What follows belongs to an exercise in optimizing a design on an open flow for small area, a short achievable clock period and few clock cycles per item; a production flow would make more cautious choices. In this exercise RTL edits were held to simulation tests only and were not proved equivalent to the original. Power figures rest on the tool's default switching activity, not on a simulated workload.

==> design/flow/design.v <==
package dq_pkg;
  localparam int VALUE_W     = 32;
  localparam int STATUS_W    = 2;
  localparam int OPCODE_W    = 3;
  localparam int CAP_W       = 5;
  localparam int MODE_W      = 2;
  localparam int CFG_INDEX_W = 1;
  localparam int CFG_DATA_W  = CAP_W;
  localparam int DEPTH       = 16;
  localparam int IDX_W       = 4;
  localparam logic [OPCODE_W-1:0] OP_PUSH_REAR  = 3'd0;
  localparam logic [OPCODE_W-1:0] OP_PUSH_FRONT = 3'd1;
  localparam logic [OPCODE_W-1:0] OP_POP_FRONT  = 3'd2;
  localparam logic [OPCODE_W-1:0] OP_POP_REAR   = 3'd3;
  localparam logic [OPCODE_W-1:0] OP_PEEK_FRONT = 3'd4;
  localparam logic [OPCODE_W-1:0] OP_PEEK_REAR  = 3'd5;
  localparam logic [OPCODE_W-1:0] OP_STATUS     = 3'd6;
  localparam logic [STATUS_W-1:0] ST_OK          = 2'd0;
  localparam logic [STATUS_W-1:0] ST_FULL        = 2'd1;
  localparam logic [STATUS_W-1:0] ST_EMPTY       = 2'd2;
  localparam logic [STATUS_W-1:0] ST_NOT_ALLOWED = 2'd3;
  localparam logic [MODE_W-1:0] MODE_INPUT_RESTRICTED  = 2'd0;
  localparam logic [MODE_W-1:0] MODE_OUTPUT_RESTRICTED = 2'd1;
  localparam logic [MODE_W-1:0] MODE_UNRESTRICTED      = 2'd2;
  localparam logic [CFG_INDEX_W-1:0] CFG_CAPACITY         = 1'd0;
  localparam logic [CFG_INDEX_W-1:0] CFG_RESTRICTION_MODE = 1'd1;
  localparam logic [CAP_W-1:0]   CAPACITY_RESET = 5'd16;
  localparam logic [VALUE_W-1:0] EMPTY_READ     = '1;
  typedef struct packed {
    logic [OPCODE_W-1:0]       opcode;
    logic signed [VALUE_W-1:0] push_value;
  } in_item_t;
  typedef struct packed {
    logic signed [VALUE_W-1:0] read_value;
    logic [STATUS_W-1:0]       status;
    logic                      is_empty;
    logic                      is_full;
  } out_item_t;
  typedef struct packed {
    logic accept;    
    logic fire;      
    logic r_load;    
    logic hold;      
    logic o_load;    
  } ctrl_cmd_t;
endpackage
module dq_ctrl (
  input  logic              clk,
  input  logic              rst,
  input  logic              in_valid,
  output logic              in_stall,
  output logic              out_valid,
  input  logic              out_stall,
  output dq_pkg::ctrl_cmd_t cmd
);
  logic r_v;
  logic adv;
  assign adv      = !out_valid || !out_stall;
  assign in_stall = out_stall;
  always_comb begin
    cmd.accept = in_valid && !out_stall;
    cmd.fire   = cmd.accept;
    cmd.r_load = !out_stall;
    cmd.hold   = out_stall;
    cmd.o_load = adv;
  end
  always_ff @(posedge clk) begin
    if (rst) begin
      r_v       <= 1'b0;
      out_valid <= 1'b0;
    end else begin
      r_v <= cmd.fire || (r_v && !adv);
      if (adv) out_valid <= r_v;
    end
  end
endmodule
module dq_datapath (
  input  logic                           clk,
  input  logic                           rst,
  input  dq_pkg::ctrl_cmd_t              cmd,
  input  dq_pkg::in_item_t               in_data,
  input  logic                           cfg_write,
  input  logic [dq_pkg::CFG_INDEX_W-1:0] cfg_index,
  input  logic [dq_pkg::CFG_DATA_W-1:0]  cfg_data,
  output dq_pkg::out_item_t              out_data
);
  localparam int DEPTH = dq_pkg::DEPTH;
  localparam int VW    = dq_pkg::VALUE_W;
  logic [VW-1:0]             mem [DEPTH];
  logic [DEPTH-1:0]          tail;               
  logic [DEPTH-1:0]          front_m1;           
  logic                      w_en;               
  logic [4:0]                room;
  logic                      empty, full;
  logic                      cap_all;            
  logic [dq_pkg::MODE_W-1:0] mode;
  logic [DEPTH-1:0]          r_sel;        
  logic                      r_ones;       
  logic [3:0]                r_flags;      
  logic op_push_rear, op_push_front, op_pop_front, op_pop_rear;
  logic op_peek_front, op_peek_rear;
  logic refused;
  logic do_push_rear, do_push_front, do_pop_front, do_pop_rear;
  logic rd_front, rd_rear, rd_empty;
  logic inc, dec;
  logic [1:0] status;
  logic empty_n, full_n;
  logic [DEPTH-1:0] dec_front, dec_tail_m1;
  logic             one_left;
  always_comb begin
    op_push_rear  = in_data.opcode == dq_pkg::OP_PUSH_REAR;
    op_push_front = in_data.opcode == dq_pkg::OP_PUSH_FRONT;
    op_pop_front  = in_data.opcode == dq_pkg::OP_POP_FRONT;
    op_pop_rear   = in_data.opcode == dq_pkg::OP_POP_REAR;
    op_peek_front = in_data.opcode == dq_pkg::OP_PEEK_FRONT;
    op_peek_rear  = in_data.opcode == dq_pkg::OP_PEEK_REAR;
    refused = (op_push_front && mode == dq_pkg::MODE_INPUT_RESTRICTED) ||
              (op_pop_rear && mode == dq_pkg::MODE_OUTPUT_RESTRICTED);
    do_push_rear  = op_push_rear && !full;
    do_push_front = op_push_front && !refused && !full;
    do_pop_front  = op_pop_front && !empty;
    do_pop_rear   = op_pop_rear && !refused && !empty;
    rd_front      = (op_pop_front || op_peek_front) && !empty;
    rd_rear       = ((op_pop_rear && !refused) || op_peek_rear) && !empty;
    rd_empty      = (op_pop_front || op_peek_front || op_peek_rear ||
                     (op_pop_rear && !refused)) && empty;
    inc = do_push_rear || do_push_front;
    dec = do_pop_front || do_pop_rear;
    if (refused) begin
      status = dq_pkg::ST_NOT_ALLOWED;
    end else if ((op_push_rear || op_push_front) && full) begin
      status = dq_pkg::ST_FULL;
    end else if (rd_empty) begin
      status = dq_pkg::ST_EMPTY;
    end else begin
      status = dq_pkg::ST_OK;
    end
    one_left = 1'b0;
    for (int i = 0; i < DEPTH; i++) begin
      one_left = one_left || (tail[i] && front_m1[(i + DEPTH - 2) % DEPTH]);
    end
    empty_n = inc ? 1'b0 : (dec ? one_left : empty);
    full_n  = dec ? 1'b0 : (inc ? (room == 5'd1) : full);
    for (int i = 0; i < DEPTH; i++) begin
      dec_front[i]   = front_m1[(i + DEPTH - 1) % DEPTH];
      dec_tail_m1[i] = tail[(i + 1) % DEPTH];
    end
  end
  logic [4:0]       cap_wr;
  logic             cfg_cap, cfg_mode;
  logic [4:0]       room_n;
  logic             empty_nx, full_nx;
  logic             w_en_n;
  always_comb begin
    if (cfg_data == 5'd0)      cap_wr = 5'd1;
    else if (cfg_data > 5'd16) cap_wr = 5'd16;
    else                       cap_wr = cfg_data;
    cfg_cap  = cfg_write && cfg_index == dq_pkg::CFG_CAPACITY;
    cfg_mode = cfg_write && cfg_index == dq_pkg::CFG_RESTRICTION_MODE;
    room_n     = room;
    empty_nx   = empty;
    full_nx    = full;
    if (cmd.fire) begin
      if (inc) room_n = room - 1'b1;
      if (dec) room_n = room + 1'b1;
      empty_nx = empty_n;
      full_nx  = full_n;
    end
    if (cfg_cap) begin
      room_n     = cap_wr;
      empty_nx   = 1'b1;
      full_nx    = 1'b0;
    end
  end
  localparam logic [DEPTH-1:0] TAIL_RESET     = DEPTH'(1);
  localparam logic [DEPTH-1:0] FRONT_M1_RESET = DEPTH'(1) << (DEPTH - 1);
  logic [DEPTH-1:0] tail_n, front_m1_n;
  logic             t_keep, t_up, t_down, f_keep, f_up, f_down;
  always_comb begin
    t_up   = cmd.fire && do_push_rear;
    t_down = cmd.fire && do_pop_rear;
    t_keep = !t_up && !t_down;
    f_down = cmd.fire && do_push_front;
    f_up   = cmd.fire && do_pop_front;
    f_keep = !f_up && !f_down;
    w_en_n = !(full_nx && cap_all);
    for (int i = 0; i < DEPTH; i++) begin
      tail_n[i]     = cfg_cap ? TAIL_RESET[i] :
                      ((t_keep && tail[i]) ||
                       (t_up   && tail[(i + DEPTH - 1) % DEPTH]) ||
                       (t_down && tail[(i + 1) % DEPTH]));
      front_m1_n[i] = cfg_cap ? FRONT_M1_RESET[i] :
                      ((f_keep && front_m1[i]) ||
                       (f_up   && front_m1[(i + DEPTH - 1) % DEPTH]) ||
                       (f_down && front_m1[(i + 1) % DEPTH]));
    end
  end
  always_ff @(posedge clk) begin
    if (rst) begin
      tail     <= TAIL_RESET;
      front_m1 <= FRONT_M1_RESET;
      room     <= dq_pkg::CAPACITY_RESET;
      cap_all  <= 1'b1;
      empty    <= 1'b1;
      full     <= 1'b0;
      mode     <= dq_pkg::MODE_UNRESTRICTED;
      w_en     <= 1'b1;
    end else begin
      tail     <= tail_n;
      front_m1 <= front_m1_n;
      room     <= room_n;
      if (cfg_cap) cap_all <= cap_wr == 5'(DEPTH);
      empty    <= empty_nx;
      full     <= full_nx;
      w_en     <= w_en_n;
      if (cfg_mode) mode <= cfg_data[dq_pkg::MODE_W-1:0];
    end
  end
  always_ff @(posedge clk) begin
    for (int i = 0; i < DEPTH; i++) begin
      if (w_en && !cmd.hold && (tail[i] || front_m1[i])) mem[i] <= in_data.push_value;
    end
  end
  always_ff @(posedge clk) begin
    if (cmd.r_load) begin
      r_sel   <= ({DEPTH{rd_front}} & dec_front) | ({DEPTH{rd_rear}} & dec_tail_m1);
      r_ones  <= rd_empty;
      r_flags <= {status, empty_n, full_n};
    end
  end
  dq_pkg::out_item_t rres;
  always_comb begin
    rres.read_value = {VW{r_ones}};
    for (int i = 0; i < DEPTH; i++) begin
      rres.read_value = rres.read_value | ({VW{r_sel[i]}} & mem[i]);
    end
    {rres.status, rres.is_empty, rres.is_full} = r_flags;
  end
  always_ff @(posedge clk) begin
    if (cmd.o_load) out_data <= rres;
  end
endmodule
module circular_deque #(
  parameter int DEPTH = 16
) (
  input  logic                           clk,
  input  logic                           rst,
  input  logic                           in_valid,
  output logic                           in_stall,
  input  dq_pkg::in_item_t               in_data,
  output logic                           out_valid,
  input  logic                           out_stall,
  output dq_pkg::out_item_t              out_data,
  input  logic                           cfg_write,
  input  logic [dq_pkg::CFG_INDEX_W-1:0] cfg_index,
  input  logic [dq_pkg::CFG_DATA_W-1:0]  cfg_data
);
  dq_pkg::ctrl_cmd_t cmd;
  dq_ctrl u_ctrl (
    .clk       (clk),
    .rst       (rst),
    .in_valid  (in_valid),
    .in_stall  (in_stall),
    .out_valid (out_valid),
    .out_stall (out_stall),
    .cmd       (cmd)
  );
  dq_datapath u_datapath (
    .clk       (clk),
    .rst       (rst),
    .cmd       (cmd),
    .in_data   (in_data),
    .cfg_write (cfg_write),
    .cfg_index (cfg_index),
    .cfg_data  (cfg_data),
    .out_data  (out_data)
  );
endmodule
==> design/flow/run.sh <==
#!/bin/bash
# synth_recipe.tcl (not shown) runs the flow's synth.tcl, then flattens the netlist and writes it again
# the make line also repeats each setting of config.mk as NAME=value (left out here)
make -C /OpenROAD-flow-scripts/flow DESIGN_CONFIG=/design/flow/config.mk WORK_HOME=/design/flow/orfs CLKGATE_MAP_FILE= SYNTH_SCRIPT=/design/flow/synth_recipe.tcl finish
==> design/flow/config.mk <==
export PLATFORM = sky130hd
export DESIGN_NAME = circular_deque
export DESIGN_NICKNAME = circular_deque
export VERILOG_FILES = /design/flow/design.v
export SDC_FILE = /design/flow/constraint.sdc
export NUM_CORES = 4
export LEC_CHECK = 0
export CAP_MARGIN = 20
export CORE_MARGIN = 2
export CORE_UTILIZATION = 65
export CTS_CLUSTER_DIAMETER = 80
export CTS_CLUSTER_SIZE = 30
export GPL_TIMING_DRIVEN = 0
export PLACE_DENSITY = 0.8
export SETUP_SLACK_MARGIN = 2.4
export SLEW_MARGIN = 20
==> design/flow/constraint.sdc <==
create_clock -name core_clock -period 4.5 [get_ports {clk}]
set_input_delay 0.9000 -clock core_clock [delete_from_list [all_inputs] [get_ports {clk}]]
set_output_delay 0.9000 -clock core_clock [all_outputs]
set_load 0.01 [all_outputs]
==> results of run 1 <==
[registers in the layout, summed over array words and instances, names as in the netlist]
name                 cells
u_datapath.mem         512
u_datapath.out_data     36
u_datapath.front_m1     16
u_datapath.r_sel        16
u_datapath.tail         16
u_datapath.room          5
u_datapath.r_flags       4
u_datapath.mode          2
u_ctrl.out_valid         1
u_ctrl.r_v               1
u_datapath.cap_all       1
u_datapath.empty         1
u_datapath.full          1
u_datapath.r_ones        1
u_datapath.w_en          1
[through the flow]
step / util [%] / total power (W)
global placement: 71.3 / 0.00688
CTS: 75.7 / 0.00947
finish: 75.7 / 0.00949
detailed placement: 72.9 / 0.00691
global route: 75.7 / 0.00969
floorplan: - / 0.00665
[final timing paths]
path / from / endpoint / slack (ns) / cells after the start
worst max-delay path: out_stall / in_stall / 2.37 / 3
worst max register to register: u_datapath.r_sel[1] / u_datapath.out_data[19] / 2.40 / 4
worst min register to register: u_datapath.cap_all / u_datapath.w_en / 0.44 / 1
worst min-delay path: u_datapath.cap_all / u_datapath.w_en / 0.44 / 1
[synthesized netlist by cell type, types with 7 or more instances]
master / instances / area (µm²)
nand4_1: 33 / 206
dfxtp_1: 45 / 901
nand3_1: 36 / 180
edfxtp_1: 569 / 17100
a22o_1: 20 / 175
a2111o_1: 33 / 372
a21oi_1: 42 / 210
inv_1: 7 / 26.3
clkbuf_1: 63 / 236
a22oi_1: 222 / 1670
nor2_1: 48 / 180
a222oi_1: 32 / 320
nand2_1: 43 / 161
[logic make-up (layout without fill, tap and decap cells)]
kind of cell | after synthesis | after routing | synth area share, %
and+or+nand+nor | 192 | 192 | 4.23
adders and majority gates | 3 | 3 | 0.168
other | 0 | 1 | 0
xor gates and xnor gates | 4 | 4 | 0.157
buffers and inverters | 82 | 259 | 1.54
AOI/OAI and AO/OA | 380 | 380 | 13.4
DFF | 614 | 614 | 80.5
[final cells by class]
type	instances	area (µm²)	area share, %
repair buffers	132	1470	5.75
well taps	448	561	2.20
clock buffers	41	707	2.77
diodes	1	2.50	0.00981
multi-input cells	579	4260	16.7
plain buffers	75	479	1.88
flip-flops and latches	614	18000	70.5
repair inverters	1	5.00	0.0196
inverters	7	30.0	0.118
clock inverters	3	17.5	0.0687
[power groups by stage]
stage,clock network (W),logic [W],registers (W)
after floorplan,0,0.000212,0.00644
after global placement,0,0.000429,0.00645
after detailed placement,0,0.000453,0.00645
after CTS,0.00269,0.000459,0.00632
after global routing,0.00286,0.000498,0.00633
final,0.00270,0.000472,0.00632
[per-layer routing]
| layer | routed length (µm) | part of all wire (%) |
|---|---|---|
| met4 | 2460 | 4.2 |
| met5 | 0 | 0 |
| met3 | 7410 | 13 |
| met1 | 20200 | 34 |
| met2 | 28600 | 49 |
[repair_timing]
action / in CTS / in global routing
pin swaps: 11 / 7
hold buffers: 0 / 0
gates resized for setup: 130 / 91
setup endpoints to repair: 614 / 110
cloned: 1 / 0
setup buffers: 17 / 12
[worst max-delay path, cell delays in order]
cell    delay, ns
buf_12       0.12
buf_6        0.11
buf_6        0.11
==> run summary, run 1 <==
First-pass DRT Iterations 8; Area growth, synth to finish 14.1%; Fillers 1880; DIE AREA 0.0359 mm²; RSZ-0062 raised after global routing true; # rows 67; initial DRC count 2323; M2 GR Usage 54.7%; Vias 13600; H-tree lvl count 1; WL per Instance 30.9 µm; port bufs 80; Leakage 7.97 nW; initial core utilization between 60% and 70%; Fin Hold WS 0.438 ns; cell area after layout 0.0255 mm²; Clock Latency Late Sink 0.58 ns; cells after synthesis 1275; residual DRC count 0; fin nets 1483; io pins 84; minimum clock period 2.13 ns; final hold vios 0; first-pass GRT wire length approximately 84 mm; Max VDD drop 358 µV; largest net degree at the start of global routing 32; Max Cap Viol 0; sequential-to-total area share from yosys stat roughly four fifths; per-instance average area after synthesis 17.5 µm²; async set-or-reset flop fraction in the synthesized netlist 0%; Post-DP Area 0.0246 mm²; Startpoint Class primary input; crit-path max FO 8; DRT antenna net count 0; mean number of vias per cell 7.15; #FFs+latches synth around 610; TritonCTS clock tree built; Synth Cell Area roughly 0.022 mm²; Crit Path Class in -> out; Setup Viol. Count Final 0; final WL 58.7 mm; CP arrival 1.23 ns; met1 Usage GRT 42.9%; met3 usage ~6.7%; Worst Tran Pin Value 1.16 ns; placed insts 1826; die width 189 µm; Post-synth EDFFs 569; Clk network pwr share between 20 and 30%; status finished clean; Worst setup EP type output port; P per Cell Area 372 mW/mm²; GRT Overall Usage 32.7%; Flop pwr share 66.6%; vias in the first global route 13100; synth unique cells 49; combinational power share 5.0%; Fin Setup TNS 0 ns; Die Y 189 µm; Final WS setup 2.37 ns; worst min-delay path class reg -> reg; layout cells sized above 1 15.2%; DP Worst Slack 0.917 ns; Root Buffer clkbuf_16; Sink Count just over 600; Post-Syn Nets 1324; Pint roughly 0.0075 W; grt total ovfl 0; max_slew headroom 22.7%; Bufs on Longest Clock Path 3; period utilisation layout 47.4%; Placer Congestion 0.899; GRT busiest layer met2; Max Freq 469 MHz; P_sw approximately 0.0020 W; Synth Flop Type edfxtp_1; Reg clk slew, reported paths 0.11 ns; initial antenna violation count 1; Core ar. 0.0337 mm²; most common cell after layout, fill and taps aside edfxtp_1; Worst Path Required ~3.6 ns; Switching Share 20.6%; dpl hpwl 36.5 mm; max-slew violations 0; clk_skew 0.0146 ns; Num CTS Buffers 24; post-route insts no fill 1901; most frequent cells in the layout edfxtp_1 (569), a22oi_1 (222), clkbuf_2 (60); Synth Warn # 3
Testbench counts, summed over its fixed seeds: cycles 19,264, items 19,200.
==> run 2, diff against run 1 <==
--- a/design/flow/config.mk
+++ b/design/flow/config.mk
@@ -11,5 +11,4 @@
 export CTS_CLUSTER_DIAMETER = 80
 export CTS_CLUSTER_SIZE = 30
-export GPL_TIMING_DRIVEN = 0
 export PLACE_DENSITY = 0.8
 export SETUP_SLACK_MARGIN = 2.4
==> run 2 against run 1 <==
Against the previous run:
- still clean on timing, DRC and antenna
- flip-flop and latch count did not move
- critical endpoint unchanged
- final cell count fell by 4.6%
- worst setup slack better by 0.022 ns
==> run summary, run 2 <==
Max Freq 474 MHz (+1.0%); DRT antenna net count 0 (unchanged); Hold Buf Count CTS 0 (unchanged); crit-path cells clkbuf_4 > buf_2; Final WS setup 2.39 ns (+0.0216 ns); dpl hpwl 26.2 mm (-28%); CP Depth 2 (-1); initial DRC count 2044 (-12%); Placer Congestion 0.881 (-2.0%); Fillers 1998 (+6.3%); final hold vios 0 (unchanged); worst min-delay path class reg -> reg; Clock Latency Late Sink 0.58 ns (about the same); #FFs+latches synth 614 (unchanged); Root Buffer clkbuf_16; First-pass DRT Iterations 8 (unchanged); period utilisation layout 46.9% (-0.48 points); WL per Instance 29.1 µm (-5.7%); Post-Syn Nets 1324 (unchanged); minimum clock period 2.11 ns (-0.0216 ns); Max Cap Viol 0 (unchanged); Post-synth EDFFs 569 (unchanged); DP Worst Slack 1.22 ns (+0.307 ns); largest register by flop count u_datapath.mem; final WL 52.8 mm (-10%); per-instance average area after synthesis 17.5 µm² (unchanged); Die Y 189 µm (unchanged); Reg clk slew, reported paths 0.11 ns (about the same); Vias 13000 (-4.7%); Worst path slowest cell clkbuf_4; top cells by count, synth edfxtp_1 (569), a22oi_1 (222), clkbuf_1 (63); status finished clean; initial antenna violation count 0 (-1); Synth area leaders edfxtp_1 (76%), a22oi_1 (7.5%), dfxtp_1 (4.0%); Setup Viol. Count Final 0 (unchanged); DIE AREA 0.0359 mm² (unchanged); R2R depth 4 (unchanged); first-pass GRT wire length 77.5 mm (-8.0%); P per Cell Area 381 mW/mm² (+2.4%); utilization after layout 73.0% (-2.7 points); post-route insts no fill 1814 (-4.6%); fin nets 1406 (-5.2%); io pins 84 (unchanged); Worst Tran Pin Value 0.708 ns (-0.450 ns); Synth Warn # 3 (unchanged); most common cell after layout, fill and taps aside edfxtp_1; Worst Path Required 3.60 ns (about the same); layout cells sized above 1 12.0% (-3.2 points); CP arrival 1.21 ns (-0.02 ns); # rows 67 (unchanged); Synth Cell Area 0.0224 mm² (unchanged); post-synth top area share 76.4% (unchanged); slowest stage delay, CP 0.17 ns (+0.05 ns); vias in the first global route 12600 (-3.8%); Startpoint Class primary input; ANT cells 0 (-1); Num CTS Buffers 25 (+4.2%); cells after synthesis 1275 (unchanged); Bufs on Longest Clock Path 3 (unchanged); PnR Total Power 0.00938 W (-1.2%); hold path depth 1 (unchanged); placed insts 1767 (-3.2%); grt total ovfl 0 (unchanged); largest net degree at the start of global routing 37 (+16%); CP Buf/Inv Count 2 (-1); Largest regs u_datapath.mem (512), u_datapath.out_data (36); most frequent cells in the layout edfxtp_1 (569), a22oi_1 (222), dfxtp_1 (44); Core ar. 0.0337 mm² (unchanged); clk_skew 0.0195 ns (+0.00486 ns); RSZ-0062 raised after global routing true; H-tree lvl count 1 (unchanged); top-count cell post-synth edfxtp_1; Fin Setup TNS 0 ns (unchanged); Sink Count 614 (unchanged); Max VDD drop 357 µV (about the same); residual DRC count 0 (unchanged); TritonCTS clock tree built; Synth Flop Type edfxtp_1; die width 189 µm (unchanged); Yosys top cell by area edfxtp_1; max-slew violations 0 (unchanged); async set-or-reset flop fraction in the synthesized netlist 0% (unchanged); synth unique cells 49 (unchanged); crit-path max FO 7 (-1); sequential-to-total area share from yosys stat 80.5% (unchanged); GRT Overall Usage 29.5% (-3.2 points); Crit Path Class in -> out; mean number of vias per cell 7.14 (about the same); initial core utilization 66.3% (unchanged); Leakage 7.51 nW (-5.8%); Area growth, synth to finish 10.1%; port bufs 83 (+3.8%); max reg flops 512 (unchanged); critical path's top delay family buffers and inverters; Worst setup EP type output port; max_slew headroom 52.8% (+30 points)
## run 2: stage by stage
step | cell area (µm²) | hold WS (ns)
after detailed placement | 23900 | 0.386
after floorplan | 22700 | 0.366
after CTS | 24700 | 0.412
after global routing | 24600 | 0.442
final | 24600 | 0.411
after global placement | 23900 | 0.385
## run 2: repair_timing
action	4_1_cts	5_1_grt
gates resized for setup	125	35
buffers inserted	9	2
setup endpoints to repair	624	65
pin swaps	3	1
## run 2: area by class of cell
class	count	area, µm²	area share, %
Sequential cell	614	18000	73.1
Inverter	7	30.0	0.122
Clock inverter	6	57.6	0.234
Clock buffer	30	644	2.62
Multi-Input combinational cell	579	4290	17.4
Tap cell	448	561	2.28
Timing Repair Buffer	130	1030	4.20
## run 2: kinds of logic (layout without fill, tap and decap cells)
kind of cell               after synthesis  count (layout)  share of synthesized area (%)
AOI/OAI and AO/OA                      380             380                           13.4
adders and majority gates                3               3                          0.168
xor gates and xnor gates                 4               4                          0.157
buffers and inverters                   82             173                           1.54
and+or+nand+nor                        192             192                           4.23
DFF                                    614             614                           80.5
## run 2: report_power, final
part | internal, W | total (W) | switching [W]
clock network | 0.00105 | 0.00263 | 0.00158
registers | 0.00629 | 0.00631 | 0.0000276
logic | 0.000133 | 0.000432 | 0.000299
## run 2: final timing paths
path	start	to	slack (ns)
setup / recovery	out_stall	in_stall	2.39
hold / removal	u_datapath.cap_all	u_datapath.w_en	0.41
setup reg to reg	u_datapath.r_sel[3]	u_datapath.out_data[14]	2.51
hold reg to reg	u_datapath.cap_all	u_datapath.w_en	0.41
## run 2: layer usage
layer	global-route usage, %	wire length [µm]
met2	48.6	25900
met3	5.10	6040
met4	10.4	1980
met5	0	0
met1	40.7	18900
==> run 3, diff against run 2 <==
--- a/design/flow/config.mk
+++ b/design/flow/config.mk
@@ -12,4 +12,4 @@
 export CTS_CLUSTER_SIZE = 30
 export PLACE_DENSITY = 0.8
-export SETUP_SLACK_MARGIN = 2.4
+export SETUP_SLACK_MARGIN = 2.5
 export SLEW_MARGIN = 20
==> run 3 against run 2 <==
Against the previous run:
- critical path type is now reg -> out
- core utilization grew 0.67 points
- register-to-register slack gained 0.07 ns
- worst setup slack lost 0.0048 ns
- first-iteration DRC count shrank 1.2%
- final cell count grew 0.66%
- clock skew grew 0.014 ns
- hold slack lost 0.023 ns
- clock-buffer cell count grew 3
- global-route usage grew 0.22 points
==> run summary, run 3 <==
RSZ-0062 raised after global routing true; placed insts 1767 (unchanged); DP Worst Slack 1.21 ns (-0.0156 ns); Post-Syn Nets 1324 (unchanged); port bufs 83 (unchanged); Synth area leaders edfxtp_1 (76%), a22oi_1 (7.5%), dfxtp_1 (4.0%); mean number of vias per cell 7.19 (+0.69%); Die Y 189 µm (unchanged); met1 Usage GRT 40.7% (+0.054 points); vias in the first global route 12700 (+0.36%); period utilisation layout 47.0% (+0.11 points); Synth Flop Type edfxtp_1; Vias 13100 (+1.4%); fin nets 1416 (+0.71%); Hold Buf Count CTS 0 (unchanged); status finished clean; largest net degree at the start of global routing 37 (unchanged); max-slew violations 0 (unchanged); Area growth, synth to finish 11.1%; io pins 84 (unchanged); Largest regs u_datapath.mem (512), u_datapath.out_data (36); Yosys top cell by area edfxtp_1; Final WS setup 2.38 ns (-0.00480 ns); sequential-to-total area share from yosys stat 80.5% (unchanged); worst min-delay path class reg -> reg; Leakage 7.57 nW (+0.91%); met3 usage 5.63% (+0.54 points); Synth Warn # 3 (unchanged); combinational power share 4.6% (about the same); Max Cap Viol 0 (unchanged); final hold vios 0 (unchanged); H-tree lvl count 1 (unchanged); top-count cell post-synth edfxtp_1; DRT antenna net count 0 (unchanged); Num CTS Buffers 25 (unchanged); Worst Path Required 3.60 ns (about the same); Fin Setup TNS 0 ns (unchanged); M2 GR Usage 49.6% (+1.0 points); Sink Count 614 (unchanged); #FFs+latches synth 614 (unchanged); Post-DP Area 0.0239 mm² (about the same); Max Freq 473 MHz (-0.23%); CP Buf/Inv Count 1 (-1); Flop pwr share 66.5% (-0.8 points); # rows 67 (unchanged); crit-path cells buf_2; Post-synth EDFFs 569 (unchanged); Reg clk slew, reported paths 0.11 ns (about the same); final WL 53.5 mm (+1.4%); dpl hpwl 26.5 mm (+1.1%); Placer Congestion 0.900 (+2.1%); cell area after layout 0.0248 mm² (+0.92%); slowest stage delay, CP 0.47 ns (+0.30 ns); Worst path slowest cell edfxtp_1; post-route insts no fill 1826 (+0.66%); largest register by flop count u_datapath.mem; max_slew headroom 40.2% (-13 points); Worst Tran Pin Value 0.892 ns (+0.183 ns); TritonCTS clock tree built; P_sw 0.00193 W (+1.3%); max reg flops 512 (unchanged); Clock Latency Late Sink 0.58 ns (about the same); Worst setup EP type output port; Clk network pwr share 28.9% (+0.9 points); layout cells sized above 1 12.7% (+0.71 points); most common cell after layout, fill and taps aside edfxtp_1; initial core utilization 66.3% (unchanged); Setup Viol. Count Final 0 (unchanged); Pint 0.00757 W (+1.4%); DIE AREA 0.0359 mm² (unchanged); cells after synthesis 1275 (unchanged); Fin Hold WS 0.388 ns (-0.0229 ns); per-instance average area after synthesis 17.5 µm² (unchanged); Max VDD drop 284 µV (-21%); async set-or-reset flop fraction in the synthesized netlist 0% (unchanged); Switching Share 20.3% (about the same); CP arrival 1.22 ns (about the same); GRT busiest layer met2; synth unique cells 49 (unchanged); critical path's top delay family flip-flops; clk_skew 0.0339 ns (+0.0144 ns); post-synth top area share 76.4% (unchanged); crit-path max FO 1 (-6); initial DRC count 2020 (-1.2%); initial antenna violation count 2 (+2); Synth Cell Area 0.0224 mm² (unchanged); residual DRC count 0 (unchanged); die width 189 µm (unchanged); Core ar. 0.0337 mm² (unchanged); First-pass DRT Iterations 6 (-2); WL per Instance 29.3 µm (+0.73%); grt total ovfl 0 (unchanged); most frequent cells in the layout edfxtp_1 (569), a22oi_1 (222), dfxtp_1 (44); minimum clock period 2.12 ns (+0.00480 ns); top cells by count, synth edfxtp_1 (569), a22oi_1 (222), clkbuf_1 (63); GRT Overall Usage 29.8% (+0.22 points); first-pass GRT wire length 78.1 mm (+0.71%); P per Cell Area 383 mW/mm² (+0.44%); Crit Path Class reg -> out; Startpoint Class flop; Bufs on Longest Clock Path 3 (unchanged); Root Buffer clkbuf_16
==> run 3: cell type report <==
class                      instances  area [µm²]
inverter                           7        35.0
sequential                       614       18000
clock inverter                     3        76.3
tap                              448         561
timing repair inverter             1        5.00
timing repair buffer             139        1180
fill                            1986        8870
antenna                            2        5.00
clock buffer                      33         677
multi-input combinational        579        4300
==> run 3: what timing repair did <==
action	in CTS	in global routing
gates cloned	1	0
setup endpoints to repair	635	186
hold endpoints to repair	0	0
gates resized for setup	187	19
pin swaps	4	10
buffers inserted	14	6
==> run 3: cell families (layout without fill, tap and decap cells) <==
logic type               count (synthesis)  after routing  synth area share [%]
flip-flops                             614            614                  80.5
other                                    0              2                     0
buffers and inverters                   82            183                  1.54
AND/OR/NAND/NOR                        192            192                  4.23
AO/OA/AOI/OAI                          380            380                  13.4
adder cells (fa/ha/maj)                  3              3                 0.168
XOR/XNOR                                 4              4                 0.157
==> run 3: power groups by stage <==
stage / Sequential, W / Clock, W / Combinational, W
after floorplan: 0.00644 / 0 / 0.000213
after global placement: 0.00645 / 0 / 0.000403
after detailed placement: 0.00645 / 0 / 0.000414
after CTS: 0.00631 / 0.00275 / 0.000424
after global routing: 0.00632 / 0.00292 / 0.000469
final: 0.00632 / 0.00275 / 0.000441
==> run 3: metrics by stage <==
stage | util (%) | total power, W
floorplan | - | 0.00666
global placement | 71.0 | 0.00685
detailed placement | 71.0 | 0.00687
CTS | 73.3 | 0.00948
global route | 73.7 | 0.00971
finish | 73.7 | 0.00950
==> run 3: final timing paths <==
kind                      startpoint                      end  slack [ns]  depth (start not counted)
max reg2reg      u_datapath.r_sel[0]  u_datapath.out_data[34]        2.58                          4
min               u_datapath.cap_all          u_datapath.w_en        0.39                          1
max          u_datapath.out_data[29]             out_data[29]        2.38                          1
min reg2reg       u_datapath.cap_all          u_datapath.w_en        0.39                          1
==> run 3: routing by layer <==
layer / part of all wire, % / wire (µm)
met1: 36 / 19100
met2: 50 / 26600
met3: 12 / 6310
met4: 2.8 / 1490
met5: 0.052 / 28
==> run 4, diff against run 3 <==
--- a/design/flow/config.mk
+++ b/design/flow/config.mk
@@ -9,7 +9,7 @@
 export CORE_MARGIN = 2
 export CORE_UTILIZATION = 65
-export CTS_CLUSTER_DIAMETER = 80
-export CTS_CLUSTER_SIZE = 30
+export CTS_CLUSTER_DIAMETER = 70
+export CTS_CLUSTER_SIZE = 24
 export PLACE_DENSITY = 0.8
-export SETUP_SLACK_MARGIN = 2.5
+export SETUP_SLACK_MARGIN = 2.4
 export SLEW_MARGIN = 20
==> run 4 against run 3 <==
Against the previous run:
- sequential share of layout area increased by 0.11 points
- global-route usage decreased by 0.14 points
- largest power group unchanged
- clock-buffer cell count rose by 10
- clock power increased by 7%
- critical path depth stayed put
- combinational power fell by 2%
- final cell count is 0.22% higher
- via count about the same
- worst setup slack worse by 0.0052 ns
- fmax is 0.25% lower
==> run summary, run 4 <==
status finished clean; Largest regs u_datapath.mem (512), u_datapath.out_data (36); TritonCTS clock tree built; minimum clock period 2.12 ns (+0.00524 ns); slowest stage delay, CP 0.46 ns (about the same); fin nets 1412 (-0.28%); Bufs on Longest Clock Path 3 (unchanged); Num CTS Buffers 30 (+20%); Reg clk slew, reported paths 0.09 ns (-0.02 ns); DIE AREA 0.0359 mm² (unchanged); Synth area leaders edfxtp_1 (76%), a22oi_1 (7.5%), dfxtp_1 (4.0%); top-count cell post-synth edfxtp_1; Fin Setup TNS 0 ns (unchanged); largest net degree at the start of global routing 37 (unchanged); cells after synthesis 1275 (unchanged); Max Cap Viol 0 (unchanged); Post-synth EDFFs 569 (unchanged); Synth Warn # 3 (unchanged); initial DRC count 1926 (-4.7%); grt total ovfl 0 (unchanged); First-pass DRT Iterations 6 (unchanged); ANT cells 0 (-2); worst min-delay path class reg -> reg; Startpoint Class flop; GRT Overall Usage 29.6% (-0.14 points); R2R setup slack 2.49 ns (-0.09 ns); clk_skew 0.0187 ns (-0.0152 ns); Post-DP Area 0.0239 mm² (about the same); dpl hpwl 26.2 mm (-1.1%); first-pass GRT wire length 78.0 mm (-0.15%); initial core utilization 66.3% (unchanged); max_slew headroom 53.4% (+13 points); Setup Viol. Count Final 0 (unchanged); H-tree lvl count 1 (unchanged); Die Y 189 µm (unchanged); max-slew violations 0 (unchanged); P per Cell Area 391 mW/mm² (+2.1%); layout cells sized above 1 12.3% (-0.42 points); Max VDD drop 419 µV (+48%); final hold vios 0 (unchanged); CP Buf/Inv Count 1 (unchanged); top cells by count, synth edfxtp_1 (569), a22oi_1 (222), clkbuf_1 (63); most common cell after layout, fill and taps aside edfxtp_1; sequential-to-total area share from yosys stat 80.5% (unchanged); Worst Tran Pin Value 0.699 ns (-0.193 ns); Worst Path Required 3.60 ns (about the same); crit-path max FO 1 (unchanged); Synth Flop Type edfxtp_1; async set-or-reset flop fraction in the synthesized netlist 0% (unchanged); Crit Path Class reg -> out; Clock Latency Late Sink 0.59 ns (about the same); Post-Syn Nets 1324 (unchanged); residual DRC count 0 (unchanged); most frequent cells in the layout edfxtp_1 (569), a22oi_1 (222), dfxtp_1 (44); Area growth, synth to finish 10.9%; DRT antenna net count 0 (unchanged); period utilisation layout 47.1% (+0.12 points); #FFs+latches synth 614 (unchanged); crit-path cells buf_2; synth unique cells 49 (unchanged); mean number of vias per cell 7.17 (-0.26%); Fillers 1971 (-0.76%); die width 189 µm (unchanged); post-synth top area share 76.4% (unchanged); final WL 53.0 mm (-0.97%); per-instance average area after synthesis 17.5 µm² (unchanged); # rows 67 (unchanged); WL per Instance 29.0 µm (-1.2%); Max Freq 472 MHz (-0.25%); cell area after layout 0.0248 mm² (-0.14%); RSZ-0062 raised after global routing true; port bufs 83 (unchanged); max reg flops 512 (unchanged); largest register by flop count u_datapath.mem; initial antenna violation count 0 (-2); io pins 84 (unchanged); Leakage 7.57 nW (about the same); Placer Congestion 0.881 (-2.1%); Root Buffer clkbuf_16; Vias 13100 (-0.046%); Worst setup EP type output port; Core ar. 0.0337 mm² (unchanged); Synth Cell Area 0.0224 mm² (unchanged); Sink Count 614 (unchanged); critical path's top delay family flip-flops; Worst path slowest cell edfxtp_1; CP arrival 1.22 ns (about the same); vias in the first global route 12700 (+0.21%); Yosys top cell by area edfxtp_1
==> run 4: changes by cell type in the layout (fill, tap and decap cells not counted), sizes merged <==
cell         previous run  this run
bufinv                  1         0
buf                    96        82
clkbuf                 34        49
clkinv                  2         6
dlygate4sd2             0         1
inv                     6         7
diode                   2         0
==> run 4: repair_timing <==
action | 4_1_cts | 5_1_grt
pin swaps | 3 | 1
endpoints found under the setup margin | 621 | 60
resized for setup | 143 | 30
cloned | 0 | 0
buffers inserted | 9 | 3
hold buffers | 0 | 0
==> run 4: final timing paths <==
path,start,end,cells after the start
setup / recovery,u_datapath.out_data[30],out_data[30],1
hold / removal,u_datapath.cap_all,u_datapath.w_en,1
setup reg to reg,u_datapath.r_sel[3],u_datapath.out_data[14],4
hold reg to reg,u_datapath.cap_all,u_datapath.w_en,1
==> run 4: layout make-up <==
class / instances / area (µm²) / area share [%]
clock inverter: 8 / 45.0 / 0.182
clock buffer: 43 / 842 / 3.40
multi-input combinational: 579 / 4290 / 17.3
inverter: 7 / 30.0 / 0.121
sequential: 614 / 18000 / 72.6
timing repair buffer: 131 / 1040 / 4.19
tap: 448 / 561 / 2.26
==> run 4: logic make-up after synthesis <==
logic type                 count (synthesis)  share of synthesized area, %
AOI/OAI and AO/OA                        380                          13.4
buffers and inverters                     82                          1.54
and+or+nand+nor                          192                          4.23
xor gates and xnor gates                   4                         0.157
DFF                                      614                          80.5
adders and majority gates                  3                         0.168
==> run 4: per-layer routing <==
layer | routed length [µm] | vias up | GRT usage (%)
met3 | 6070 | 125 | 4.36
li1 | - | 5483 | -
met2 | 26500 | 984 | 49.7
met1 | 19000 | 6535 | 41.0
met5 | 0 | - | 0
met4 | 1390 | 0 | 9.06
==> run 4: through the flow <==
| step | util [%] | worst slack (ns) | power, W | hold slack [ns] | instances |
|---|---|---|---|---|---|
| global placement | 71.0 | 1.35 | 0.00685 | 0.385 | 1767 |
| finish | 73.6 | 2.38 | 0.00969 | 0.401 | 1830 |
| floorplan | - | 2.07 | 0.00665 | 0.366 | 1275 |
| detailed placement | 71.0 | 1.22 | 0.00687 | 0.386 | 1767 |
| global route | 73.6 | 2.37 | 0.00993 | 0.431 | 1830 |
| CTS | 73.8 | 2.29 | 0.00970 | 0.404 | 1827 |
==> run 4: report_power, final <==
group	internal, W	total [W]	switching [W]
Combinational	0.000133	0.000434	0.000301
Clock	0.00131	0.00294	0.00163
Sequential	0.00629	0.00631	0.0000272
==> run 5, diff against run 4 <==
--- a/design/flow/config.mk
+++ b/design/flow/config.mk
@@ -8,8 +8,8 @@
 export CAP_MARGIN = 20
 export CORE_MARGIN = 2
-export CORE_UTILIZATION = 65
-export CTS_CLUSTER_DIAMETER = 70
-export CTS_CLUSTER_SIZE = 24
-export PLACE_DENSITY = 0.8
+export CORE_UTILIZATION = 55
+export CTS_BUF_LIST = sky130_fd_sc_hd__clkbuf_8
+export CTS_CLUSTER_DIAMETER = 60
+export CTS_CLUSTER_SIZE = 20
 export SETUP_SLACK_MARGIN = 2.4
 export SLEW_MARGIN = 20
==> run 5 against run 4 <==
Against the previous run:
- still clean
- core utilization is 11 points lower
- register-to-register slack about the same
- first-iteration DRC count shrank 19%
- hold slack gained 0.021 ns
- non-clock buffer count is 3 higher
- via count decreased by 3.3%
- final cell count grew 5.1%
- clock-buffer cell count unchanged
- sequential share of layout area shrank 0.36 points
- power fell by 0.24%
- synthesized cell count unchanged
- critical path depth up 1
- critical endpoint is now in_stall
==> run summary, run 5 <==
ANT cells 0 (unchanged); Worst path slowest cell clkbuf_4; Yosys top cell by area edfxtp_1; minimum clock period 2.15 ns (+0.0343 ns); first-pass GRT wire length 81.4 mm (+4.4%); Placer Congestion 0.859 (-2.6%); Vias 12700 (-3.3%); met3 usage 4.75% (+0.40 points); H-tree lvl count 2 (+1); io pins 84 (unchanged); Crit Path Class in -> out; Num CTS Buffers 41 (+37%); GRT busiest layer met2; Worst Tran Pin Value 1.00 ns (+0.304 ns); CP Buf/Inv Count 2 (+1); final WL 56.2 mm (+6.0%); met1 Usage GRT 37.6% (-3.4 points); initial DRC count 1561 (-19%); cells after synthesis 1275 (unchanged); Worst setup EP type output port; Synth Flop Type edfxtp_1; Root Buffer clkbuf_8; Worst Path Required 3.60 ns (about the same); Bufs on Longest Clock Path 3 (unchanged); largest register by flop count u_datapath.mem; initial core utilization 56.0% (-10 points); max_slew headroom 32.8% (-21 points); Core ar. 0.0399 mm² (+18%); WL per Instance 29.2 µm (+0.83%); CP arrival 1.25 ns (+0.03 ns); slowest stage delay, CP 0.20 ns (-0.26 ns); mean number of vias per cell 6.60 (-8.0%); dpl hpwl 28.6 mm (+9.1%); grt total ovfl 0 (unchanged); Startpoint Class primary input; crit-path max FO 8 (+7); Max VDD drop 223 µV (-47%); period utilisation layout 47.9% (+0.76 points); synth unique cells 49 (unchanged); residual DRC count 0 (unchanged); RSZ-0062 raised after global routing true; Fin Setup TNS 0 ns (unchanged); async set-or-reset flop fraction in the synthesized netlist 0% (unchanged); vias in the first global route 12500 (-1.3%); GRT Overall Usage 26.9% (-2.7 points); critical path's top delay family buffers and inverters; post-synth top area share 76.4% (unchanged); clk_skew 0.0258 ns (+0.00706 ns); Synth Cell Area 0.0224 mm² (unchanged); largest net degree at the start of global routing 37 (unchanged); worst min-delay path class reg -> reg; Largest regs u_datapath.mem (512), u_datapath.out_data (36); #FFs+latches synth 614 (unchanged); initial antenna violation count 0 (unchanged); R2R setup slack 2.49 ns (about the same); per-instance average area after synthesis 17.5 µm² (unchanged); Max Cap Viol 0 (unchanged); crit-path cells clkbuf_4 > clkbuf_2; status finished clean; DIE AREA 0.0423 mm² (+18%); PnR Total Power 0.00967 W (-0.24%); Area growth, synth to finish 11.4%; sequential-to-total area share from yosys stat 80.5% (unchanged); Leakage 7.60 nW (+0.37%); P per Cell Area 388 mW/mm² (-0.72%); Synth area leaders edfxtp_1 (76%), a22oi_1 (7.5%), dfxtp_1 (4.0%); Fin Hold WS 0.422 ns (+0.0214 ns); Post-Syn Nets 1324 (unchanged); most common cell after layout, fill and taps aside edfxtp_1; Reg clk slew, reported paths 0.11 ns (+0.02 ns); port bufs 83 (unchanged); top cells by count, synth edfxtp_1 (569), a22oi_1 (222), clkbuf_1 (63); r2r startpoint u_datapath.room[0]; DRT antenna net count 0 (unchanged); Clock Latency Late Sink 0.64 ns (+0.05 ns); Synth Warn # 3 (unchanged); layout cells sized above 1 14.1% (+1.8 points); Sink Count 614 (unchanged); fin nets 1427 (+1.1%); Setup Viol. Count Final 0 (unchanged); TritonCTS clock tree built; most frequent cells in the layout edfxtp_1 (569), a22oi_1 (222), dfxtp_1 (44); final hold vios 0 (unchanged); M2 GR Usage 43.9% (-5.8 points); Max Freq 464 MHz (-1.6%); Post-synth EDFFs 569 (unchanged); First-pass DRT Iterations 6 (unchanged); top-count cell post-synth edfxtp_1; Die Y 206 µm (+8.5%); max reg flops 512 (unchanged); Hold Startpoint u_datapath.r_flags[0]; critical path startpoint out_stall; die width 206 µm (+8.5%); # rows 73 (+9.0%); max-slew violations 0 (unchanged)
-- run 5: cell counts after synthesis --
No cell type changed its count.
-- run 5: cell type report --
| class | instances | area [µm²] |
|---|---|---|
| Timing Repair Buffer | 134 | 1110 |
| Fill cell | 2915 | 15000 |
| Sequential cell | 614 | 18000 |
| Tap cell | 525 | 657 |
| Clock inverter | 21 | 254 |
| Timing Repair inverter | 1 | 5.00 |
| Clock buffer | 43 | 592 |
| Multi-Input combinational cell | 579 | 4280 |
| Inverter | 7 | 30.0 |
-- run 5: final timing paths --
check / endpoint / cells past startpoint
max: in_stall / 2
min: u_datapath.out_data[0] / 0
max reg2reg: u_datapath.w_en / 6
min reg2reg: u_datapath.out_data[0] / 0
-- run 5: cells by family after synthesis --
logic type	count (synthesis)	synth area share (%)
adders and majority gates	3	0.168
DFF	614	80.5
and+or+nand+nor	192	4.23
xor gates and xnor gates	4	0.157
AOI/OAI and AO/OA	380	13.4
buffers and inverters	82	1.54
-- run 5: metrics by stage --
stage / std cells / utilization [%] / setup slack [ns] / instance area [µm²]
6_report: 1924 / 62.4 / 2.35 / 24900
5_1_grt: 1924 / 62.4 / 2.31 / 24900
4_1_cts: 1923 / 62.4 / 2.14 / 24900
3_5_place_dp: 1848 / 60.3 / 1.03 / 24100
3_3_place_gp: 1848 / 60.3 / 1.11 / 24100
2_1_floorplan: 1275 / - / 2.07 / 22700
-- run 5: power by group --
part / switching, W / leakage, nW / internal [W]
clock network: 0.00176 / 0.433 / 0.00116
logic: 0.000309 / 1.64 / 0.000131
registers: 0.0000265 / 5.53 / 0.00629
total: 0.00209 / 7.60 / 0.00758
-- run 5: per-layer routing --
| layer | up-vias | share of wire, % |
|---|---|---|
| met1 | 6537 | 41 |
| li1 | 5509 | - |
| met3 | 85 | 7.6 |
| met5 | - | 0 |
| met2 | 561 | 49 |
| met4 | 0 | 2.3 |
-- run 5: what timing repair did --
action                     4_1_cts  5_1_grt
setup endpoints to repair      606      538
resized for setup              174       11
hold buffers                     0        0
buffers inserted                11        0
gates cloned                     0        1
pin swaps                        6        0
==> run 6, diff against run 5 <==
==> design/flow/config.mk (replaced) <==
export PLATFORM = sky130hd
export DESIGN_NAME = circular_deque
export DESIGN_NICKNAME = circular_deque
export VERILOG_FILES = /design/flow/design.v
export SDC_FILE = /design/flow/constraint.sdc
export NUM_CORES = 4
export LEC_CHECK = 0
export CAP_MARGIN = 0
export CORE_MARGIN = 2
export CORE_UTILIZATION = 65
export CTS_CLUSTER_DIAMETER = 80
export CTS_CLUSTER_SIZE = 30
export PLACE_DENSITY = 0.8
export SETUP_SLACK_MARGIN = 2.4
export SLEW_MARGIN = 0
==> run 6 against run 5 <==
Against the previous run:
- first-iteration DRC count is 25% higher
- core utilization is 11 points higher
- combinational power is 2% lower
- worst setup slack better by 0.057 ns
- register-to-register slack better by 0.02 ns
- clock skew is 0.0061 ns lower
- synthesized area stayed put
- flip-flop and latch count stayed put
- fmax is 2.7% higher
- highest routed layer unchanged
==> run summary, run 6 <==
status finished clean; cell area after layout 0.0246 mm² (-1.3%); worst min-delay path class reg -> reg; ANT cells 0 (unchanged); DRT antenna net count 0 (unchanged); max reg flops 512 (unchanged); M2 GR Usage 48.6% (+4.7 points); First-pass DRT Iterations 6 (unchanged); per-instance average area after synthesis 17.5 µm² (unchanged); most frequent cells in the layout edfxtp_1 (569), a22oi_1 (222), dfxtp_1 (44); area occupied by registers 0.0180 mm² (unchanged); post-synthesis compound-gate area fraction 13.4% (unchanged); largest family of logic cells by synthesized area compound AO/OA/AOI/OAI gates; Max Cap Viol 0 (unchanged); synth unique cells 49 (unchanged); multiplexer area fraction after synthesis 0% (unchanged); clk_skew 0.0197 ns (-0.00606 ns); WL per Instance 29.1 µm (-0.41%); Post-synth EDFFs 569 (unchanged); met3 usage 5.10% (+0.35 points); fin nets 1405 (-1.5%); residual DRC count 0 (unchanged); max_slew headroom 24.2% (-8.6 points); met1 Usage GRT 40.7% (+3.1 points); Synth Flop Type edfxtp_1; Synth Cell Area 0.0224 mm² (unchanged); Leakage 7.49 nW (-1.4%); Worst Tran Pin Value 1.13 ns (+0.130 ns); Placer Congestion 0.881 (+2.6%); slowest stage delay, CP 0.45 ns (+0.25 ns); # rows 67 (-8.2%); Num CTS Buffers 25 (-39%); Fin Setup TNS 0 ns (unchanged); initial DRC count 1959 (+25%); Root Buffer clkbuf_16; Die Y 189 µm (-7.9%); most common cell after layout, fill and taps aside edfxtp_1; grt total ovfl 0 (unchanged); P per Cell Area 381 mW/mm² (-1.7%); max-slew violations 0 (unchanged); xor and xnor area share after synthesis 0.157% (unchanged); async set-or-reset flop fraction in the synthesized netlist 0% (unchanged); Area growth, synth to finish 9.98%; die width 189 µm (-7.9%); Clock Latency Late Sink 0.58 ns (-0.06 ns); port bufs 83 (unchanged); Sink Count 614 (unchanged); first-pass GRT wire length 77.5 mm (-4.7%); Reg clk slew, reported paths 0.11 ns (about the same); top cells by count, synth edfxtp_1 (569), a22oi_1 (222), clkbuf_1 (63); Yosys top cell by area edfxtp_1; largest net degree at the start of global routing 37 (unchanged); post-synthesis simple-gate area fraction 4.23% (unchanged); #FFs+latches synth 614 (unchanged); Largest regs u_datapath.mem (512), u_datapath.out_data (36); top-count cell post-synth edfxtp_1; Worst path slowest cell edfxtp_1; Switching Share 20.4% (-1.3 points); DP Worst Slack 1.22 ns (+0.196 ns); cells after synthesis 1275 (unchanged); vias in the first global route 12600 (+0.75%); Bufs on Longest Clock Path 3 (unchanged); mean number of vias per cell 7.12 (+7.9%); post-synth top area share 76.4% (unchanged); crit-path cells buf_2; GRT Overall Usage 29.5% (+2.7 points); Vias 12900 (+1.7%); critical path's top delay family flip-flops; Pint 0.00747 W (-1.4%); Core ar. 0.0337 mm² (-16%); initial core utilization 66.3% (+10 points); Synth area leaders edfxtp_1 (76%), a22oi_1 (7.5%), dfxtp_1 (4.0%); dpl hpwl 26.2 mm (-8.4%); Setup Viol. Count Final 0 (unchanged); layout cells sized above 1 11.9% (-2.1 points); Worst Path Required 3.60 ns (about the same); CP arrival 1.20 ns (-0.05 ns); Worst setup EP type output port; footprint of the multi-input gates 0.00428 mm² (about the same); TritonCTS clock tree built; Post-DP Area 0.0239 mm² (-0.53%); Crit Path Class reg -> out; RSZ-0062 raised after global routing true; Startpoint Class flop; crit-path max FO 1 (-7); largest register by flop count u_datapath.mem; combinational power share 4.6% (about the same); Max VDD drop 361 µV (+62%); GRT busiest layer met2; adder-cell share of the synthesized area 0.168% (unchanged); Max Freq 477 MHz (+2.7%); Post-Syn Nets 1324 (unchanged); period utilisation layout 46.6% (-1.3 points); io pins 84 (unchanged); sequential-to-total area share from yosys stat 80.5% (unchanged); Fillers 1999 (-31%); minimum clock period 2.10 ns (-0.0571 ns); DIE AREA 0.0359 mm² (-15%); Synth Warn # 3 (unchanged); P_sw 0.00191 W (-8.7%); CP Buf/Inv Count 1 (-1); H-tree lvl count 1 (-1); Final WS setup 2.40 ns (+0.0571 ns); Clk network pwr share 28.1% (-2.1 points); final hold vios 0 (unchanged); final WL 52.7 mm (-6.2%); initial antenna violation count 0 (unchanged); Hold Buf Count CTS 0 (unchanged); Flop pwr share 67.3% (+2.0 points)
==> run 6: metal layers <==
layer | routed length (µm) | share of wire [%]
met1 | 18700 | 36
met2 | 26000 | 49
met3 | 6200 | 12
met4 | 1770 | 3.4
met5 | 0 | 0
==> run 6: repair_timing <==
item | 4_1_cts | 5_1_grt
gates resized for setup | 125 | 34
pin swaps | 3 | 1
setup buffers | 9 | 1
endpoints found under the setup margin | 624 | 65
==> run 6: metrics by stage <==
step	cells	util, %	power, W	hold slack (ns)
global route	1813	73.0	0.00960	0.442
global placement	1767	71.0	0.00685	0.385
detailed placement	1767	71.0	0.00687	0.386
floorplan	1275	-	0.00665	0.366
finish	1813	73.0	0.00938	0.413
CTS	1812	73.3	0.00940	0.412
==> run 6: worst paths after layout <==
check	start	slack, ns	cells past startpoint	endpoint
max	u_datapath.out_data[30]	2.40	1	out_data[30]
min	u_datapath.cap_all	0.41	1	u_datapath.w_en
max reg2reg	u_datapath.room[1]	2.51	7	u_datapath.w_en
min reg2reg	u_datapath.cap_all	0.41	1	u_datapath.w_en
==> run 6: power groups by stage <==
stage,sequential [W],clock (W),combinational [W]
final,0.00631,0.00263,0.000430
after global routing,0.00632,0.00282,0.000461
after CTS,0.00631,0.00265,0.000428
after detailed placement,0.00645,0,0.000422
after global placement,0.00644,0,0.000410
after floorplan,0.00644,0,0.000212
==> run 6: final cells by class <==
class / count / area share [%]
Multi-Input combinational cell: 579 / 17.4
Clock buffer: 30 / 2.62
Tap cell: 448 / 2.28
Inverter: 7 / 0.122
Sequential cell: 614 / 73.2
Clock inverter: 6 / 0.234
Timing Repair Buffer: 129 / 4.17
==> run 6: cell families after synthesis <==
group / Yosys count
DFF: 614
AOI/OAI and AO/OA: 380
and+or+nand+nor: 192
buffers and inverters: 82
xor gates and xnor gates: 4
adders and majority gates: 3

re-timing with driven ports:
No port has a modelled driver above. Below, the same layouts with a new extraction and two added sets of constraints.
Step 1: set_driving_cell puts a clkbuf_16 on clk and a buf_2 on each other input, an assumption about the parent block.
Step 2 also shifts input and output timing later by t, the mid clock arrival at the registers, as if the neighbouring blocks saw the same clock.
Slacks: no drivers / after step 1 / after step 2; pairs: no drivers / after step 1.
run	t (ns)	setup slack, ns	worst setup path after step 2	cell pins on the clock port's net
run 1	0.625	2.368 / 2.322 / 1.848	input to register	1
run 2	0.625	2.390 / 2.349 / 1.874	input to register	1
run 3	0.616	2.385 / 2.329 / 1.923	input to register	1
run 4	0.638	2.380 / 2.325 / 1.866	input to register	1
run 5	0.678	2.345 / 2.313 / 1.797	input to register	1
run 6	0.625	2.402 / 2.347 / 1.874	input to register	1
After both steps setup and hold are still met in every run listed. For run 5, which loses most, drivers alone change the setup slack by -0.032 ns; drivers and shift together by -0.548 ns.
